This is an optimization exercise on Yosys and OpenROAD, whose aim is small area, a short achievable clock period and few clock cycles per item, not a production implementation.
Where RTL was checked, it was by simulation tests only, not by an equivalence proof against the original.
The RTL of run 2 was laid out without a check of its function.
No activity file was given, so power comes from the tool's default toggle rates.

$ cat design/flow/design.v
package sat_pkg;
    localparam int SEGMENTS   = 16;
    localparam int DATA_W     = 16;
    localparam int ID_W       = 8;
    localparam int SLOT_W     = 4;
    localparam logic [DATA_W-1:0] MAX_SEG_RESET = 16'd64;
    localparam logic [16:0] DIV_REGPOS = 17'b1_1111_1111_1111_1000;
    localparam logic [16:0] DIV_COPYPOS = 17'b0_0001_0001_0000_1000;
endpackage
module sat_div_step #(
    parameter int STEP = 0
) (
    input  logic [15:0] i_rem,
    input  logic [15:0] i_quo,
    input  logic [15:0] i_div,
    input  logic        i_hz,
    input  logic        i_load,
    input  logic        i_xbit,
    output logic [15:0] o_rem,
    output logic [15:0] o_quo
);
    localparam int W = STEP + 1;
    logic [W-1:0] t, d, g, p, gg, pp, bor;
    logic         ge;
    always_comb begin
        if (STEP == 0) t = i_quo[15];
        else           t = {i_rem[W-2:0], i_quo[15]};
        d = i_div[W-1:0];
        g = ~t & d;
        p = ~(t ^ d);
        gg = g;
        pp = p;
        for (int s = 1; s < W; s = s * 2) begin
            for (int i = W - 1; i >= s; i--) begin
                gg[i] = gg[i] | (pp[i] & gg[i-s]);
                pp[i] = pp[i] & pp[i-s];
            end
        end
        bor = '0;
        for (int i = 1; i < W; i++) bor[i] = gg[i-1];
        ge = i_hz && !gg[W-1] && !i_load;
        o_rem = '0;
        o_rem[W-1:0] = t ^ ({W{ge}} & (d ^ bor));
    end
    assign o_quo = {i_quo[14:0], i_load ? i_xbit : ge};
endmodule
module sat_match (
    input  logic [15:0]  i_key,
    input  logic [15:0]  i_live,
    input  logic [127:0] i_ids,
    output logic         o_hit,
    output logic [15:0]  o_sel
);
    logic [15:0] m;
    logic [15:0] below;
    always_comb begin
        for (int i = 0; i < 16; i++)
            m[i] = i_live[i] && (i_key[15:8] == 8'd0) && (i_key[7:0] == i_ids[i*8 +: 8]);
        below[0] = 1'b0;
        for (int i = 1; i < 16; i++) below[i] = below[i-1] | m[i-1];
        o_sel = m & ~below;
        o_hit = |m;
    end
endmodule
module segment_address_translation_core (
    input  logic                         i_clk,
    input  logic                         i_rst_n,
    input  logic                         i_cfg_valid,
    output logic                         o_cfg_ready,
    input  logic [sat_pkg::DATA_W-1:0]   i_cfg_data,
    input  logic                         i_valid,
    output logic                         o_ready,
    input  logic                         i_action,
    input  logic [sat_pkg::DATA_W-1:0]   i_logical_address,
    input  logic [sat_pkg::DATA_W-1:0]   i_byte_count,
    input  logic [sat_pkg::SLOT_W-1:0]   i_entry_slot,
    input  logic [sat_pkg::ID_W-1:0]     i_entry_id,
    input  logic [sat_pkg::DATA_W-1:0]   i_entry_base,
    input  logic [sat_pkg::DATA_W-1:0]   i_entry_size,
    input  logic                         i_entry_valid,
    output logic                         o_valid,
    input  logic                         i_ready,
    output logic [sat_pkg::DATA_W-1:0]   o_physical_address,
    output logic                         o_fault,
    output logic [sat_pkg::DATA_W-1:0]   o_segment_number,
    output logic [sat_pkg::DATA_W-1:0]   o_offset
);
    localparam logic [16:0] RP = sat_pkg::DIV_REGPOS;
    localparam logic [16:0] CP = sat_pkg::DIV_COPYPOS;
    logic        adv;
    logic        in_fire;
    logic        div_busy;
    logic [15:0] r_max_seg;
    logic [15:0] r_div;
    logic [16:1] r_hz;
    logic        r_dpend;
    logic        r_out_valid;
    logic [15:0] r_out_phys;
    logic        r_out_fault;
    logic [15:0] r_out_seg;
    logic [15:0] r_out_off;
    assign adv         = !r_out_valid || i_ready;
    assign o_ready     = adv && !r_dpend;
    assign o_cfg_ready = 1'b1;
    assign in_fire     = i_valid && o_ready;
    always_ff @(posedge i_clk) begin
        if (!i_rst_n) begin
            r_max_seg <= sat_pkg::MAX_SEG_RESET;
            r_div     <= sat_pkg::MAX_SEG_RESET;
            r_hz      <= hz_of(sat_pkg::MAX_SEG_RESET);
            r_dpend   <= 1'b0;
        end else if (i_cfg_valid) begin
            r_max_seg <= i_cfg_data;
            if (!div_busy && !in_fire) begin
                r_div   <= i_cfg_data;
                r_hz    <= hz_of(i_cfg_data);
                r_dpend <= 1'b0;
            end else begin
                r_dpend <= 1'b1;
            end
        end else if (r_dpend && !div_busy) begin
            r_div   <= r_max_seg;
            r_hz    <= hz_of(r_max_seg);
            r_dpend <= 1'b0;
        end
    end
    function automatic logic [16:1] hz_of(input logic [15:0] d);
        for (int k = 1; k <= 16; k++) hz_of[k] = ((d >> k) == 16'd0);
    endfunction
    logic [16:0]    nv, nld;
    logic [17*16-1:0] nR, nQ, nC;
    logic [17*13-1:0] nX;
    logic [16:0]    busy_at;
    logic [17*16-1:0] nD;
    for (genvar p = 0; p <= 16; p++) begin : g_node
        logic        sv, sld;
        logic [15:0] sR, sQ, sC;
        logic [12:0] sX;
        if (p == 0) begin : g_src_in
            assign sv  = in_fire;
            assign sld = !i_action;
            assign sR  = '0;
            assign sQ  = i_action ? i_logical_address : i_entry_base;
            assign sC  = i_action ? i_byte_count : i_entry_size;
            assign sX  = {i_entry_slot, i_entry_valid, i_entry_id};
        end else begin : g_src_step
            sat_div_step #(.STEP(p - 1)) u_step (
                .i_rem   (nR[(p-1)*16 +: 16]),
                .i_quo   (nQ[(p-1)*16 +: 16]),
                .i_div   (nD[(p-1)*16 +: 16]),
                .i_hz    (((CP & ((17'd1 << p) - 17'd1)) == 17'd0) ? r_hz[p]
                                                                   : (nD[(p-1)*16 +: 16] >> p == 16'd0)),
                .i_load  (nld[p-1]),
                .i_xbit  (nX[(p-1)*13 + 12]),
                .o_rem   (sR),
                .o_quo   (sQ)
            );
            assign sv  = nv[p-1];
            assign sld = nld[p-1];
            assign sC  = nC[(p-1)*16 +: 16];
            assign sX  = {nX[(p-1)*13 +: 12], 1'b0};
        end
        if (RP[p]) begin : g_reg
            logic        r_v, r_ld;
            logic [15:0] r_R, r_Q, r_C;
            logic [12:0] r_X;
            always_ff @(posedge i_clk) begin
                if (!i_rst_n)  r_v <= 1'b0;
                else if (adv)  r_v <= sv;
            end
            always_ff @(posedge i_clk) begin
                if (adv) begin
                    r_ld <= sld;
                    r_R  <= sR;
                    r_Q  <= sQ;
                    r_C  <= sC;
                    r_X  <= sX;
                end
            end
            assign nv[p]            = r_v;
            assign nld[p]           = r_ld;
            assign nR[p*16 +: 16]   = r_R;
            assign nQ[p*16 +: 16]   = r_Q;
            assign nC[p*16 +: 16]   = r_C;
            assign nX[p*13 +: 13]   = r_X;
            assign busy_at[p]       = (p < 16) && r_v && !r_ld;
        end else begin : g_wire
            assign nv[p]            = sv;
            assign nld[p]           = sld;
            assign nR[p*16 +: 16]   = sR;
            assign nQ[p*16 +: 16]   = sQ;
            assign nC[p*16 +: 16]   = sC;
            assign nX[p*13 +: 13]   = sX;
            assign busy_at[p]       = 1'b0;
        end
        if (CP[p]) begin : g_dcopy
            logic [15:0] r_dc;
            always_ff @(posedge i_clk) r_dc <= nD[(p-1)*16 +: 16];
            assign nD[p*16 +: 16] = r_dc;
        end else if (p == 0) begin : g_d0
            assign nD[p*16 +: 16] = r_div;
        end else begin : g_dn
            assign nD[p*16 +: 16] = nD[(p-1)*16 +: 16];
        end
    end
    assign div_busy = |busy_at;
    logic        m_v, m_ld;
    logic [15:0] m_q, m_r, m_c;
    logic [12:0] m_x;
    logic        m_hit;
    logic [15:0] m_sel;
    logic [16:0] m_sum;
    assign m_v  = nv[16];
    assign m_ld = nld[16];
    assign m_q  = nQ[16*16 +: 16];
    assign m_r  = nR[16*16 +: 16];
    assign m_c  = nC[16*16 +: 16];
    assign m_x  = m_q[15:3];
    logic [15:0]  t_live;
    logic [127:0] t_ids;
    logic [15:0]  t_base [16];
    logic [15:0]  t_size [16];
    assign m_sum = {1'b0, m_r} + {1'b0, m_c};
    sat_match u_match (
        .i_key  (m_q),
        .i_live (t_live),
        .i_ids  (t_ids),
        .o_hit  (m_hit),
        .o_sel  (m_sel)
    );
    logic        t_we;
    logic [3:0]  t_slot;
    assign t_we   = adv && m_v && m_ld;
    assign t_slot = m_x[12:9];
    always_ff @(posedge i_clk) begin
        if (!i_rst_n) begin
            t_live <= '0;
        end else if (t_we) begin
            t_live[t_slot] <= m_x[8];
        end
    end
    always_ff @(posedge i_clk) begin
        if (t_we) begin
            t_ids[t_slot*8 +: 8] <= m_x[7:0];
            t_base[t_slot]       <= m_r;
            t_size[t_slot]       <= m_c;
        end
    end
    logic        f_v, f_ld, f_hit;
    logic [15:0] f_sel;
    logic [15:0] f_q, f_r;
    logic [16:0] f_sum;
    always_ff @(posedge i_clk) begin
        if (!i_rst_n)  f_v <= 1'b0;
        else if (adv)  f_v <= m_v;
    end
    always_ff @(posedge i_clk) begin
        if (adv) begin
            f_ld  <= m_ld;
            f_hit <= m_hit;
            f_sel <= m_sel;
            f_q   <= m_q;
            f_r   <= m_r;
            f_sum  <= m_sum;
        end
    end
    logic [15:0] f_base, f_size;
    always_comb begin
        f_base = '0;
        f_size = '0;
        for (int i = 0; i < 16; i++) begin
            f_base = f_base | ({16{f_sel[i]}} & t_base[i]);
            f_size = f_size | ({16{f_sel[i]}} & t_size[i]);
        end
    end
    logic        g_v, g_ld, g_hit;
    logic [15:0] g_base, g_size, g_q, g_r;
    logic [16:0] g_sum;
    always_ff @(posedge i_clk) begin
        if (!i_rst_n)  g_v <= 1'b0;
        else if (adv)  g_v <= f_v;
    end
    always_ff @(posedge i_clk) begin
        if (adv) begin
            g_ld   <= f_ld;
            g_hit  <= f_hit;
            g_base <= f_base;
            g_size <= f_size;
            g_sum  <= f_sum;
            g_q    <= f_ld ? '0 : f_q;
            g_r    <= f_ld ? '0 : f_r;
        end
    end
    logic g_fault;
    assign g_fault = !g_hit || (g_sum > {1'b0, g_size});
    always_ff @(posedge i_clk) begin
        if (!i_rst_n)  r_out_valid <= 1'b0;
        else if (adv)  r_out_valid <= g_v;
    end
    always_ff @(posedge i_clk) begin
        if (adv) begin
            r_out_phys  <= (g_ld || g_fault) ? '0 : (g_base + g_r);
            r_out_fault <= !g_ld && g_fault;
            r_out_seg   <= g_q;
            r_out_off   <= g_r;
        end
    end
    assign o_valid            = r_out_valid;
    assign o_physical_address = r_out_phys;
    assign o_fault            = r_out_fault;
    assign o_segment_number   = r_out_seg;
    assign o_offset           = r_out_off;
endmodule
$ cat design/flow/run.sh
#!/bin/bash
# synth_recipe.tcl (not shown) runs the flow's synth.tcl, then flattens the netlist and writes it again
# the make line also repeats each setting of config.mk as NAME=value (left out here)
make -C /OpenROAD-flow-scripts/flow DESIGN_CONFIG=/design/flow/config.mk WORK_HOME=/design/flow/orfs CLKGATE_MAP_FILE= SYNTH_SCRIPT=/design/flow/synth_recipe.tcl finish
$ cat design/flow/config.mk
export PLATFORM = sky130hd
export DESIGN_NAME = segment_address_translation_core
export DESIGN_NICKNAME = segment_address_translation_core
export VERILOG_FILES = /design/flow/design.v
export SDC_FILE = /design/flow/constraint.sdc
export NUM_CORES = 4
export LEC_CHECK = 0
export CAP_MARGIN = 20
export CELL_PAD_IN_SITES_DETAIL_PLACEMENT = 0
export CELL_PAD_IN_SITES_GLOBAL_PLACEMENT = 0
export CORE_MARGIN = 2
export CORE_UTILIZATION = 55
export CTS_BUF_LIST = sky130_fd_sc_hd__clkbuf_8 sky130_fd_sc_hd__clkbuf_16
export CTS_CLUSTER_DIAMETER = 80
export CTS_CLUSTER_SIZE = 24
export SETUP_SLACK_MARGIN = 2.2
export SLEW_MARGIN = 20
$ cat design/flow/constraint.sdc
create_clock -name core_clock -period 5.0 [get_ports {i_clk}]
set_input_delay 1.0000 -clock core_clock [delete_from_list [all_inputs] [get_ports {i_clk}]]
set_output_delay 1.0000 -clock core_clock [all_outputs]
set_load 0.01 [all_outputs]
==> results of run 1 <==
how the worst min path moves through the flow:
stage / end / cells after the start / start / slack (ps)
after global routing: g_node[12].g_dcopy.r_dc[14] / 0 / g_node[8].g_dcopy.r_dc[14] / 360
final: g_node[3].g_dcopy.r_dc[14] / 0 / r_div[14] / 350
after global placement: g_node[12].g_dcopy.r_dc[14] / 0 / g_node[8].g_dcopy.r_dc[14] / 330
after floorplan: g_node[12].g_dcopy.r_dc[14] / 0 / g_node[8].g_dcopy.r_dc[14] / 320
after CTS: g_node[12].g_dcopy.r_dc[15] / 0 / g_node[8].g_dcopy.r_dc[15] / 360
after detailed placement: g_node[12].g_dcopy.r_dc[15] / 0 / g_node[8].g_dcopy.r_dc[15] / 340
power by group through the flow:
stage	Combinational, W	Sequential (W)	Clock, W
floorplan	0.00259	0.0171	0
CTS	0.00409	0.0170	0.00759
detailed placement	0.00354	0.0175	0
global placement	0.00346	0.0174	0
finish	0.00424	0.0170	0.00734
global route	0.00470	0.0171	0.00803
registers in the layout (all words and copies together), names as in the netlist, 16 cells and up:
register             count
r_max_seg               16
g_q                     16
f_sel                   16
g_node.g_dcopy.r_dc     48
r_out_seg               16
g_size                  16
r_out_phys              16
t_base                 256
t_live                  16
t_ids                  128
g_r                     16
r_div                   16
g_sum                   17
r_out_off               16
g_node.g_reg.r_R       133
g_node.g_reg.r_X        55
g_node.g_reg.r_Q       224
g_node.g_reg.r_C       224
g_base                  16
f_r                     16
t_size                 256
f_q                     16
f_sum                   17
final cells by class:
class                   count  area, um2
flip-flops and latches   1606      47090
clock inverters            40      294.0
repair buffers            321       3064
fillers                  8734      44070
multi-input cells        2106      16440
clock buffers              86       2141
inverters                 185      724.4
well taps                1524       1907
cell usage after synthesis, types with 26 or more instances:
library cell     n
edfxtp_1      1489
a21o_1          52
nand4_1         62
a221oi_1       129
xor2_1          88
dfxtp_1        117
nor4_1          26
inv_1          184
nor2_1         116
a21oi_1         66
ha_1           172
mux2_2          94
nor3_1          50
clkbuf_1        89
a22o_1         131
o21ai_0         92
xnor2_1        301
nor2b_1         81
nand2_1        284
nand3_1         60
through the flow:
stage | std cells | setup WS (ps) | utilization, %
finish | 5868 | 2256 | 61.92
global placement | 5646 | 808.2 | 58.38
detailed placement | 5646 | 744.4 | 58.38
global route | 5868 | 2138 | 61.92
floorplan | 4024 | 498.8 | -
CTS | 5835 | 2070 | 61.43
cell families (layout without fill, tap and decap cells):
family / Yosys count / count (layout) / synth area share, %
AOI/OAI and AO/OA: 624 / 627 / 7.446
xor gates and xnor gates: 389 / 389 / 5.333
adders and majority gates: 174 / 174 / 3.431
buffers and inverters: 316 / 632 / 1.925
DFF: 1606 / 1606 / 73.65
muxes: 119 / 119 / 2.048
other: 1 / 1 / 0.005869
and+or+nand+nor: 795 / 796 / 6.163
repair_timing:
item / in CTS / in global routing
resized for setup: 110 / 63
gates cloned: 2 / 3
buffers inserted: 61 / 30
setup endpoints to repair: 1113 / 217
pin swaps: 28 / 37
routing by layer:
metal  vias up  part of all wire, %  global-route usage (%)
met5         -                    0                       0
met4         0                  1.9                   4.509
met3       143                  5.8                   3.100
met2       883                   50                   36.72
met1     16795                   42                   30.24
li1      15781                    -                       -
==> flow_summary.json, run 1 <==
{
  "rrSetupSlack_ps": 2280,
  "finalSetupViolCount": 0,
  "clk_latency_ps": 700,
  "stdcell_area_mm2": 0.07166,
  "nNetsFinal": 4573,
  "peakVddDrop_mv": 0.3305,
  "worst_pin_slew_ps": 1118,
  "via_count": 33602,
  "syn_area_mm2": 0.06389,
  "seq_area_frac_synth_pct": 73.65,
  "status": "timing/DRC/antenna clean",
  "slew_headroom_pct": 24.78,
  "place_hpwl_mm": 74.83,
  "end_kind": "register",
  "clock_power_share_pct": 25.7,
  "finalWeightedCongestion": 0.7946,
  "fin_setup_tns_ps": 0,
  "cts_buffer_depth": 3,
  "path_cells": "clkdlybuf4s15_1 -> and3_4 -> a21oi_4 -> ha_4 -> nor2b_4 -> a221o_1 -> o21ai_2 -> ha_4 -> a31o_4 -> a211oi_4 -> nand2_1 -> xor2_1",
  "final_common_cell": "edfxtp_1",
  "wire_per_inst_um": 22.02,
  "placed_cell_area_mm2": 0.06757,
  "grt_pass1_vias": 32268,
  "ys.warnings.count": 18,
  "switchingPower_w": 0.007117,
  "seqPwrFrac_pct": 59.4,
  "dr.pass1.iters": 5,
  "syn_avg_cell_area_um2": 15.88,
  "grt_pass1_wl_mm": 195.4,
  "required_ps": 5440,
  "r2r_end": "f_sel[11]",
  "fin_crit_sh_pct": 54.88,
  "max_stage_delay_ps": 350,
  "clock-root-buffer": "clkbuf_16",
  "die_w_um": 344.8,
  "hold_buffers": 0,
  "hold_class": "reg2reg",
  "syn_nets": 4297,
  "ios": 151,
  "ant_nets": 0,
  "critical_path.top_delay_family": "compound AO/OA/AOI/OAI gates",
  "area_delta_synth_final_pct": 12.16,
  "combPwrFrac_pct": 14.9,
  "worstRegToRegCells": 11,
  "die-area_mm2": 0.1189,
  "rsz0062_at_grt": "true",
  "async_flop_share_pct": 0,
  "grt_start_max_net_pins": 178,
  "cpMostUsedCell": "ha_4",
  "initial_core_util_pct": 55.20,
  "layout_common_cells": "1489 x edfxtp_1, 301 x xnor2_1, 279 x nand2_1",
  "synth_seq_cells": 1606,
  "synth_ff_type": "edfxtp_1",
  "n_antenna_cell": 0,
  "crit_type": "in2reg",
  "drc": 0,
  "antenna_found_initial": 2,
  "rows": 125,
  "cts_tree": "yes",
  "synth-edff-count": 1489,
  "viasPerCell": 5.726,
  "overflow": 0,
  "htree_levels": 3,
  "power_w": 0.02853,
  "finalMaxSlewViolations": 0,
  "hold_ws_ps": 354.5,
  "drive_gt1_share_pct": 12.04,
  "p_int_w": 0.02141,
  "crit_start": "i_logical_address[15]",
  "synth_area_leaders": "edfxtp_1 70%, xnor2_1 4.1%, dfxtp_1 3.7%, ha_1 3.4%, a22o_1 1.8%",
  "cp.depth": 12,
  "r2r_start": "g_node[16].g_reg.r_Q[12]",
  "coreArea_mm2": 0.1157,
  "power_leakage_nw": 26.02,
  "period_needed_ps": 2744,
  "portBuffers": 149,
  "fin_worst_skew_ps": 32.56,
  "wirelength_mm": 129.2,
  "hold_violations": 0,
  "cp-start-kind": "primary input",
  "synth_cell_types": 84,
  "syn_inst": 4024,
  "path_buf_inv": 1,
  "drtIter0Drc": 2642,
  "die_h_um": 344.8,
  "endpoint": "g_node[3].g_reg.r_R[0]",
  "grt_use_total_pct": 21.70,
  "cts_buffers": 80,
  "swShare_pct": 24.95,
  "synth_top_area_share_pct": 69.98,
  "yosysTopAreaCell": "edfxtp_1",
  "arrival_ps": 3190,
  "power_density_mw_per_mm2": 398.1,
  "max_freq_mhz": 364.4,
  "path_max_fanout": 4,
  "clock-sinks": 1606,
  "max_cap_viol_count": 0,
  "path_clk_slew_ps": 90,
  "critPathSlowestCell": "a221o_1"
}
Testbench counts, summed over its fixed seeds: cycles 4,936, items 4,800.
==> run 2: changes to the inputs <==
--- a/design/flow/design.v
+++ b/design/flow/design.v
@@ -5,7 +5,7 @@
     localparam int SLOT_W     = 4;
     localparam logic [DATA_W-1:0] MAX_SEG_RESET = 16'd64;
     localparam logic [16:0] DIV_REGPOS = 17'b1_1111_1111_1111_1000;
-    localparam logic [16:0] DIV_COPYPOS = 17'b0_0001_0001_0000_1000;
+    localparam logic [16:0] DIV_COPYPOS = 17'b0_0001_0010_0100_1000;
 endpackage
 module sat_div_step #(
     parameter int STEP = 0
@@ -273,9 +273,8 @@
             f_size = f_size | ({16{f_sel[i]}} & t_size[i]);
         end
     end
-    logic        g_v, g_ld, g_hit;
-    logic [15:0] g_base, g_size, g_q, g_r;
-    logic [16:0] g_sum;
+    logic        g_v, g_ld, g_fault;
+    logic [15:0] g_base, g_q, g_r;
     always_ff @(posedge i_clk) begin
         if (!i_rst_n)  g_v <= 1'b0;
         else if (adv)  g_v <= f_v;
@@ -283,16 +282,12 @@
     always_ff @(posedge i_clk) begin
         if (adv) begin
             g_ld   <= f_ld;
-            g_hit  <= f_hit;
+            g_fault <= !f_hit || (f_sum > {1'b0, f_size});
             g_base <= f_base;
-            g_size <= f_size;
-            g_sum  <= f_sum;
             g_q    <= f_ld ? '0 : f_q;
             g_r    <= f_ld ? '0 : f_r;
         end
     end
-    logic g_fault;
-    assign g_fault = !g_hit || (g_sum > {1'b0, g_size});
     always_ff @(posedge i_clk) begin
         if (!i_rst_n)  r_out_valid <= 1'b0;
         else if (adv)  r_out_valid <= g_v;
--- a/design/flow/config.mk
+++ b/design/flow/config.mk
@@ -6,8 +6,6 @@
 export NUM_CORES = 4
 export LEC_CHECK = 0
 export CAP_MARGIN = 20
-export CELL_PAD_IN_SITES_DETAIL_PLACEMENT = 0
-export CELL_PAD_IN_SITES_GLOBAL_PLACEMENT = 0
 export CORE_MARGIN = 2
 export CORE_UTILIZATION = 55
 export CTS_BUF_LIST = sky130_fd_sc_hd__clkbuf_8 sky130_fd_sc_hd__clkbuf_16
==> flow_summary.json, run 2 <==
{
  "status": "timing/DRC/antenna clean",
  "path_max_fanout": 3,
  "place_hpwl_mm": 80.39,
  "dp.cells": 5594,
  "cp-start-kind": "register",
  "period_needed_ps": 3289,
  "via_count": 33800,
  "hold_violations": 0,
  "hold_buffers": 0,
  "synth_top_area_share_pct": 69.42,
  "slew_headroom_pct": 22.39,
  "synth-edff-count": 1456,
  "viasPerCell": 5.753,
  "die_h_um": 342.4,
  "power_density_mw_per_mm2": 398.6,
  "end_kind": "register",
  "fin_worst_skew_ps": 35.34,
  "power_leakage_nw": 26.28,
  "worst_pin_slew_ps": 1164,
  "initial_core_util_pct": 55.30,
  "synth_area_leaders": "edfxtp_1 69%, dfxtp_1 4.2%, xnor2_1 3.6%, ha_1 3.4%, nand2_1 1.7%",
  "clk_latency_ps": 700,
  "clock-sinks": 1589,
  "required_ps": 5450,
  "syn_area_mm2": 0.06298,
  "grt_use_total_pct": 22.69,
  "antenna_found_initial": 2,
  "finalMaxSlewViolations": 0,
  "fin_cells": 5875,
  "hold_class": "reg2reg",
  "cts_buffers": 80,
  "grt_pass1_vias": 32874,
  "dr.pass1.iters": 5,
  "path_clk_slew_ps": 100,
  "cts_buffer_depth": 3,
  "max_stage_delay_ps": 520,
  "rows": 124,
  "die-area_mm2": 0.1172,
  "hold_ws_ps": 351.1,
  "finalSetupViolCount": 0,
  "synth_cell_types": 84,
  "arrival_ps": 3740,
  "clock-root-buffer": "clkbuf_16",
  "ys.warnings.count": 18,
  "rsz0062_at_grt": "true",
  "n_fill_cell": 8403,
  "syn_avg_cell_area_um2": 15.79,
  "fin_crit_sh_pct": 65.78,
  "ios": 151,
  "finalWeightedCongestion": 0.8409,
  "synth_ff_type": "edfxtp_1",
  "coreArea_mm2": 0.1139,
  "yosysTopAreaCell": "edfxtp_1",
  "syn_nets": 4261,
  "portBuffers": 149,
  "htree_levels": 3,
  "grt_pass1_wl_mm": 201.5,
  "drtIter0Drc": 2886,
  "synth_seq_cells": 1589,
  "max_freq_mhz": 304.0,
  "die_w_um": 342.4,
  "fin_setup_tns_ps": 0,
  "cts_tree": "yes",
  "crit_type": "reg2reg",
  "overflow": 0,
  "max_cap_viol_count": 0,
  "critPathSlowestCell": "edfxtp_1",
  "async_flop_share_pct": 0,
  "reg_top3": "t_base x256, t_size x256",
  "ant_nets": 0,
  "area_delta_synth_final_pct": 13.69,
  "syn_inst": 3988,
  "final_common_cell": "edfxtp_1",
  "seq_area_frac_synth_pct": 73.65,
  "yosysMostFrequentCell": "edfxtp_1",
  "wire_per_inst_um": 22.71,
  "layout_common_cells": "1456 x edfxtp_1, 286 x nand2_1, 260 x xnor2_1",
  "nNetsFinal": 4596,
  "synth_common_cells": "1456 x edfxtp_1, 293 x nand2_1, 262 x xnor2_1, 172 x ha_1, 169 x inv_1",
  "wirelength_mm": 133.4,
  "drc": 0,
  "peakVddDrop_mv": 0.2975,
  "path_cells": "buf_6 -> a22o_1 -> a221oi_2 -> nand3_1 -> nor2_2 -> ha_1 -> nor2b_1 -> o21a_1 -> o21ai_1 -> nand2b_1 -> a21oi_1 -> o21ai_1 -> a221o_1 -> a2111oi_2 -> a21oi_1",
  "grt_start_max_net_pins": 171,
  "drive_gt1_share_pct": 14.01
}
==> run 2: path summary, 6_finish.rpt <==
check,from,slack [ps],cells after the start,end
setup / recovery,f_sel[0],1710,15,g_fault
hold / removal,g_node[3].g_dcopy.r_dc[12],350,0,g_node[6].g_dcopy.r_dc[12]
setup reg to reg,f_sel[0],1710,15,g_fault
hold reg to reg,g_node[3].g_dcopy.r_dc[12],350,0,g_node[6].g_dcopy.r_dc[12]
==> run 2: critical path: cells and delay by family (launching register included) <==
| family | cells | cell delay, ps |
|---|---|---|
| AO/OA/AOI/OAI | 9 | 1580 |
| flip-flops | 1 | 520 |
| AND/OR/NAND/NOR | 4 | 500 |
| adder cells (fa/ha/maj) | 1 | 270 |
| buffers and inverters | 1 | 180 |
==> run 2: kinds of logic (layout without fill, tap and decap cells) <==
| logic type | count (synthesis) | in the layout | synth area share (%) |
|---|---|---|---|
| AO/OA/AOI/OAI | 640 | 642 | 7.623 |
| multiplexers | 89 | 89 | 1.540 |
| buffers and inverters | 299 | 670 | 1.868 |
| XOR/XNOR | 391 | 391 | 5.545 |
| flip-flops | 1589 | 1589 | 73.65 |
| AND/OR/NAND/NOR | 805 | 806 | 6.286 |
| other | 1 | 2 | 0.005954 |
| adder cells (fa/ha/maj) | 174 | 174 | 3.481 |
==> run 2: metrics by stage <==
step | util, % | power (W) | instance area [um2] | worst slack [ps]
4_1_cts | 62.00 | 0.02851 | 70600 | 1722
2_1_floorplan | - | 0.01945 | 63150 | 303.3
3_5_place_dp | 58.51 | 0.02086 | 66630 | 770.8
3_3_place_gp | 58.50 | 0.02075 | 66620 | 799.8
5_1_grt | 62.87 | 0.02975 | 71600 | 1514
6_report | 62.88 | 0.02854 | 71600 | 1711
==> run 2: final cells by class <==
class	instances	area (um2)	area share (%)
flip-flops and latches	1589	46430	64.84
multi-input cells	2103	16550	23.12
repair buffers	378	3621	5.057
clock buffers	84	2102	2.936
well taps	1512	1892	2.642
inverters	170	668.1	0.9331
clock inverters	37	325.3	0.4543
repair inverters	1	11.26	0.01573
diodes	1	2.502	0.003495
==> run 2: what timing repair did <==
action                      CTS  global route
setup buffers               112            41
setup endpoints to repair  1159           717
gates cloned                  5             1
gates resized for setup     119           136
pin swaps                    37            71
==> run 2: layer usage <==
metal / vias to the layer above / GRT usage (%) / share of wire [%]
li1: 15709 / - / -
met1: 17038 / 30.65 / 42
met2: 902 / 38.63 / 50
met3: 151 / 2.963 / 5.5
met4: 0 / 6.780 / 2.6
met5: - / 0 / 0
==> run 2: power by group <==
part | leakage (nW) | switching [W] | internal [W]
registers | 15.7 | 0.000727 | 0.0160
clock network | 1.23 | 0.00413 | 0.00321
logic | 9.31 | 0.00240 | 0.00202
total | 26.3 | 0.00726 | 0.0213

==> port drivers added, routing unchanged <==
The flow's constraints put no driver on any port. The routed layouts listed below were extracted and timed again, unchanged, in two steps. Step 1 sets driving cells, clkbuf_16 on the clock port and buf_2 on the other inputs (assumed; they add their load-dependent delay and slew). Step 2 moves the port delays by t, midway between the first and last clock arrival at a register: inputs arrive t later, outputs are due t later. That takes back most of the time a late clock gives input paths. Slacks: ideal / step 1 / step 2; pairs: ideal / step 1.
run	t, ns	slack for setup (ns)	worst hold slack (ns)	worst data-port slew with drivers (ns)
run 1	0.754	2.256 / 2.253 / 1.551	0.355 / 0.355 / 0.355	0.04
run 2	0.754	1.711 / 1.711 / 1.463	0.351 / 0.351 / 0.351	0.10
After both steps every run listed still meets setup and hold. For run 1, which loses most, drivers alone change the setup slack by -0.003 ns; drivers and shift together by -0.705 ns.
